This is an optimization exercise on Yosys and OpenROAD, whose aim is small area, a short achievable clock period and few clock cycles per item, not a production implementation.
In this exercise RTL edits were held to simulation tests only and were not proved equivalent to the original.
Power is estimated from default activity; no workload was simulated.

==> flow/design.v <==
package move_sort_pkg;
   localparam int EVAL_WIDTH = 16;
   typedef logic [EVAL_WIDTH-1:0] eval_t;
   typedef logic [5:0] square_t;
   typedef struct packed {
      square_t from_sq;
      square_t to_sq;
      logic    white_in_check;
      logic    black_in_check;
      eval_t   eval;
   } move_entry_t;
   localparam int ENTRY_WIDTH = 2 * 6 + 2 + EVAL_WIDTH;
   typedef enum logic [2:0] {
      idle,
      outer_init,
      read_wait,
      compare,
      inner,
      outer_check,
      done
   } sort_state_t;
endpackage
`timescale 1ns/10ps
module move_list_top (
   input  logic        clk,
   input  logic        reset,
   input  logic        list_open,
   input  logic        list_close,
   input  logic        move_valid,
   input  logic [29:0] move_in,
   input  logic        white_to_move,
   output logic        out_valid,
   output logic [29:0] out_entry,
   output logic        out_last,
   output logic        list_done,
   output logic        overflow
);
   localparam int N = 31;
   logic              list_is_open;
   logic              closed;
   logic [4:0]        fill;
   logic              white;
   logic              pv;
   logic [29:0]       p;
   logic              qv;
   logic [29:0]       q;
   logic [N-1:0]      sl;
   logic [N-1:0]      sp;
   logic [29:0]       e [0:N-1];
   logic [N-1:0]      v;
   logic              accept;
   logic              keep;
   function automatic logic [29:0] xf(input logic [29:0] m, input logic w);
      xf[29:18] = m[29:18];
      xf[17]    = w ? m[17] : m[16];
      xf[16]    = w ? m[16] : m[17];
      xf[15:0]  = m[15:0] ^ (w ? 16'h8000 : 16'h7fff);
   endfunction
   function automatic logic key_gt(input logic [16:0] a, input logic [16:0] b);
      logic [16:0] gt0, ge0;
      logic [8:0] gt1, ge1;
      logic [4:0] gt2, ge2;
      logic [2:0] gt3, ge3;
      logic [1:0] gt4, ge4;
      logic [0:0] gt5, ge5;
      gt0 = a & ~b;
      ge0 = a | ~b;
      gt1[1] = gt0[2] | (ge0[2] & gt0[1]);
      ge1[1] = gt0[2] | (ge0[2] & ge0[1]);
      gt1[2] = gt0[4] | (ge0[4] & gt0[3]);
      ge1[2] = gt0[4] | (ge0[4] & ge0[3]);
      gt1[3] = gt0[6] | (ge0[6] & gt0[5]);
      ge1[3] = gt0[6] | (ge0[6] & ge0[5]);
      gt1[4] = gt0[8] | (ge0[8] & gt0[7]);
      ge1[4] = gt0[8] | (ge0[8] & ge0[7]);
      gt1[5] = gt0[10] | (ge0[10] & gt0[9]);
      ge1[5] = gt0[10] | (ge0[10] & ge0[9]);
      gt1[6] = gt0[12] | (ge0[12] & gt0[11]);
      ge1[6] = gt0[12] | (ge0[12] & ge0[11]);
      gt1[7] = gt0[14] | (ge0[14] & gt0[13]);
      ge1[7] = gt0[14] | (ge0[14] & ge0[13]);
      gt1[8] = gt0[16] | (ge0[16] & gt0[15]);
      ge1[8] = gt0[16] | (ge0[16] & ge0[15]);
      gt1[0] = gt0[0];
      ge1[0] = ge0[0];
      gt2[1] = gt1[2] | (ge1[2] & gt1[1]);
      ge2[1] = gt1[2] | (ge1[2] & ge1[1]);
      gt2[2] = gt1[4] | (ge1[4] & gt1[3]);
      ge2[2] = gt1[4] | (ge1[4] & ge1[3]);
      gt2[3] = gt1[6] | (ge1[6] & gt1[5]);
      ge2[3] = gt1[6] | (ge1[6] & ge1[5]);
      gt2[4] = gt1[8] | (ge1[8] & gt1[7]);
      ge2[4] = gt1[8] | (ge1[8] & ge1[7]);
      gt2[0] = gt1[0];
      ge2[0] = ge1[0];
      gt3[1] = gt2[2] | (ge2[2] & gt2[1]);
      ge3[1] = gt2[2] | (ge2[2] & ge2[1]);
      gt3[2] = gt2[4] | (ge2[4] & gt2[3]);
      ge3[2] = gt2[4] | (ge2[4] & ge2[3]);
      gt3[0] = gt2[0];
      ge3[0] = ge2[0];
      gt4[1] = gt3[2] | (ge3[2] & gt3[1]);
      ge4[1] = gt3[2] | (ge3[2] & ge3[1]);
      gt4[0] = gt3[0];
      ge4[0] = ge3[0];
      gt5[0] = gt4[1] | (ge4[1] & gt4[0]);
      ge5[0] = gt4[1] | (ge4[1] & ge4[0]);
      key_gt = gt5[0];
   endfunction
   function automatic logic [16:0] key(input logic [29:0] m);
      key = {m[15:0], m[16]};
   endfunction
   assign accept   = list_is_open && move_valid;
   assign keep     = accept && fill != 5'(N);
   logic closed_nx;
   logic pv_nx;
   logic qv_nx;
   logic draining;
   logic drain_nx;
   logic first;
   logic [4:0]   rp;
   logic [N-1:0] rsel;
   always_comb
   begin
      closed_nx = closed;
      if (list_close && list_is_open)
         closed_nx = 1'b1;
      if (list_done)
         closed_nx = 1'b0;
      pv_nx    = keep;
      qv_nx    = pv;
      drain_nx = closed_nx && !pv_nx && !qv_nx;
      first    = drain_nx && !draining;
   end
   always_ff @(posedge clk)
   begin
      if (reset)
      begin
         list_is_open <= 1'b0;
         closed       <= 1'b0;
         draining     <= 1'b0;
         fill         <= '0;
         overflow     <= 1'b0;
         pv           <= 1'b0;
         qv           <= 1'b0;
      end
      else
      begin
         pv       <= pv_nx;
         qv       <= qv_nx;
         closed   <= closed_nx;
         draining <= drain_nx;
         if (keep)
            fill <= fill + 1'b1;
         if (accept && fill == 5'(N))
            overflow <= 1'b1;
         if (list_open)
         begin
            list_is_open <= 1'b1;
            fill         <= '0;
            overflow     <= 1'b0;
         end
         else if (list_close)
            list_is_open <= 1'b0;
      end
   end
   always_ff @(posedge clk)
   begin
      if (list_open)
         white <= white_to_move;
      if (accept)
         p <= xf(move_in, white_to_move);
      q <= p;
   end
   logic [N-1:0] dd;
   logic         x;
   logic [N-1:0] c_nx;
   always_comb
   begin
      for (int i = 0; i < N; i++)
         dd[i] = !v[i] || key_gt(key(p), key(e[i]));
      x = key_gt(key(p), key(q));
      for (int i = 0; i < N; i++)
      begin
         if (sl[i])
            c_nx[i] = dd[i > 0 ? i - 1 : 0];
         else if (sp[i])
            c_nx[i] = x;
         else
            c_nx[i] = dd[i];
      end
   end
   always_ff @(posedge clk)
   begin
      for (int i = 0; i < N; i++)
      begin
         sl[i] <= pv && c_nx[i] && (i > 0 ? c_nx[i-1] : 1'b0);
         sp[i] <= pv && c_nx[i] && !(i > 0 ? c_nx[i-1] : 1'b0);
      end
   end
   logic [N-1:0] sel_h;
   logic [29:0]  e_nx [0:N-1];
   always_comb
   begin
      for (int i = 0; i < N; i++)
      begin
         sel_h[i] = !(sl[i] || sp[i]);
         e_nx[i]  = ({30{sl[i]}} & (i > 0 ? e[i-1] : '0)) |
                    ({30{sp[i]}} & q) |
                    ({30{sel_h[i]}} & e[i]);
      end
   end
   always_ff @(posedge clk)
   begin
      if (reset || list_open)
         v <= '0;
      else if (qv)
         v <= {v[N-2:0], 1'b1};
   end
   always_ff @(posedge clk)
   begin
      for (int i = 0; i < N; i++)
         e[i] <= e_nx[i];
   end
   logic [29:0] rd;
   always_comb
   begin
      rd = '0;
      for (int i = 1; i < N; i++)
         rd = rd | ({30{rsel[i]}} & e[i]);
      if (first)
         rd = e_nx[0];
   end
   always_ff @(posedge clk)
   begin
      out_entry <= xf(rd, white);
      if (first)
      begin
         rp   <= 5'd1;
         rsel <= N'(2);
      end
      else
      begin
         rp   <= rp + 1'b1;
         rsel <= {rsel[N-2:0], 1'b0};
      end
   end
   always_ff @(posedge clk)
   begin
      if (reset)
      begin
         out_valid <= 1'b0;
         out_last  <= 1'b0;
         list_done <= 1'b0;
      end
      else if (first)
      begin
         out_valid <= fill != 5'd0;
         out_last  <= fill == 5'd1;
         list_done <= fill <= 5'd1;
      end
      else if (draining && !list_done)
      begin
         out_valid <= rp < fill;
         out_last  <= rp == fill - 1'b1;
         list_done <= rp >= fill - 1'b1;
      end
      else
      begin
         out_valid <= 1'b0;
         out_last  <= 1'b0;
         list_done <= 1'b0;
      end
   end
endmodule
clock: 6.0 ns
lec_check: 0
cap_margin: 20
core_margin: 2
core_utilization: 30
setup_slack_margin: 3.2
slew_margin: 20
run.sh (not shown) runs the stock make flow with config.mk's settings and CLKGATE_MAP_FILE= SYNTH_SCRIPT=/design/flow/synth_recipe.tcl, a recipe that flattens the netlist after the stock synthesis.
Testbench counts at the start, summed over its fixed seeds: cycles 6,314, lists 160.
==> next run, changes <==
--- a/flow/design.v
+++ b/flow/design.v
@@ -38,16 +38,14 @@
    localparam int N = 31;
    logic              list_is_open;
    logic              closed;
    logic [4:0]        fill;
    logic              white;
-   logic              pv;
    logic [29:0]       p;
    logic              qv;
    logic [29:0]       q;
-   logic [N-1:0]      sl;
-   logic [N-1:0]      sp;
+   logic [N-1:0]      cq;
    logic [29:0]       e [0:N-1];
    logic [N-1:0]      v;
    logic              accept;
    logic              keep;
    function automatic logic [29:0] xf(input logic [29:0] m, input logic w);
@@ -111,11 +109,10 @@
       key = {m[15:0], m[16]};
    endfunction
    assign accept   = list_is_open && move_valid;
    assign keep     = accept && fill != 5'(N);
    logic closed_nx;
-   logic pv_nx;
    logic qv_nx;
    logic draining;
    logic drain_nx;
    logic first;
    logic [4:0]   rp;
@@ -125,13 +122,12 @@
       closed_nx = closed;
       if (list_close && list_is_open)
          closed_nx = 1'b1;
       if (list_done)
          closed_nx = 1'b0;
-      pv_nx    = keep;
-      qv_nx    = pv;
-      drain_nx = closed_nx && !pv_nx && !qv_nx;
+      qv_nx    = keep;
+      drain_nx = closed_nx && !qv_nx;
       first    = drain_nx && !draining;
    end
    always_ff @(posedge clk)
    begin
       if (reset)
@@ -139,16 +135,14 @@
          list_is_open <= 1'b0;
          closed       <= 1'b0;
          draining     <= 1'b0;
          fill         <= '0;
          overflow     <= 1'b0;
-         pv           <= 1'b0;
          qv           <= 1'b0;
       end
       else
       begin
-         pv       <= pv_nx;
          qv       <= qv_nx;
          closed   <= closed_nx;
          draining <= drain_nx;
          if (keep)
             fill <= fill + 1'b1;
@@ -166,49 +160,47 @@
    end
    always_ff @(posedge clk)
    begin
       if (list_open)
          white <= white_to_move;
-      if (accept)
-         p <= xf(move_in, white_to_move);
-      q <= p;
-   end
+      if (keep)
+         q <= p;
+   end
+   assign p = xf(move_in, white);
    logic [N-1:0] dd;
    logic         x;
    logic [N-1:0] c_nx;
    always_comb
    begin
       for (int i = 0; i < N; i++)
          dd[i] = !v[i] || key_gt(key(p), key(e[i]));
       x = key_gt(key(p), key(q));
       for (int i = 0; i < N; i++)
       begin
-         if (sl[i])
+         if (qv && cq[i] && (i > 0 ? cq[i-1] : 1'b0))
             c_nx[i] = dd[i > 0 ? i - 1 : 0];
-         else if (sp[i])
+         else if (qv && cq[i])
             c_nx[i] = x;
          else
             c_nx[i] = dd[i];
       end
    end
    always_ff @(posedge clk)
-   begin
-      for (int i = 0; i < N; i++)
-      begin
-         sl[i] <= pv && c_nx[i] && (i > 0 ? c_nx[i-1] : 1'b0);
-         sp[i] <= pv && c_nx[i] && !(i > 0 ? c_nx[i-1] : 1'b0);
-      end
-   end
+      cq <= c_nx;
+   logic [N-1:0] sel_l;
+   logic [N-1:0] sel_p;
    logic [N-1:0] sel_h;
    logic [29:0]  e_nx [0:N-1];
    always_comb
    begin
       for (int i = 0; i < N; i++)
       begin
-         sel_h[i] = !(sl[i] || sp[i]);
-         e_nx[i]  = ({30{sl[i]}} & (i > 0 ? e[i-1] : '0)) |
-                    ({30{sp[i]}} & q) |
+         sel_l[i] = qv && cq[i] && (i > 0 ? cq[i-1] : 1'b0);
+         sel_p[i] = qv && cq[i] && !(i > 0 ? cq[i-1] : 1'b0);
+         sel_h[i] = !(sel_l[i] || sel_p[i]);
+         e_nx[i]  = ({30{sel_l[i]}} & (i > 0 ? e[i-1] : '0)) |
+                    ({30{sel_p[i]}} & q) |
                     ({30{sel_h[i]}} & e[i]);
       end
    end
    always_ff @(posedge clk)
    begin
The changed run finished clean; setup slack degrades by 0.55 ns; critical path depth is higher by 3; count of clock-buffer cells in the layout is lower by 12; worst hold slack improves by 0.092 ns; wire length is lower slightly; cell count is higher by a few percent; via count is higher slightly; die area is higher by a little under a tenth; total power is higher by well over a third; area after synthesis is higher by a little under a tenth; cell area is higher by a few percent; first-iteration DRC count hardly moves.
Testbench counts after the change, summed over its fixed seeds: cycles 6,154, lists 160.

==> what the ideal ports hide <==
No port has a modelled driver above. Below, the same layouts with a new extraction and two added sets of constraints.
Step 1 (the two cells are an assumption about what drives the block):
set clk [get_ports {clk}]
set_driving_cell -lib_cell sky130_fd_sc_hd__clkbuf_16 $clk
set_driving_cell -lib_cell sky130_fd_sc_hd__buf_2 [delete_from_list [all_inputs] $clk]
Step 2 also shifts input and output timing later by t, the mid clock arrival at the registers, as if the neighbouring blocks saw the same clock.
a / b / c = no drivers / after step 1 / after step 2; a / b = the first two.
run | t (ns) | setup WS [ns] | worst register clock-pin slew, ns
the first run | 0.879 | 3.019 / 3.019 / 2.476 | 0.07 / 0.07
the second run | 0.887 | 2.471 / 2.471 / 1.651 | 0.07 / 0.07
After both steps setup and hold are still met in every run listed. The setup slack of the second run, which loses most, moves by 0.000 ns with the drivers and by -0.820 ns with both steps.
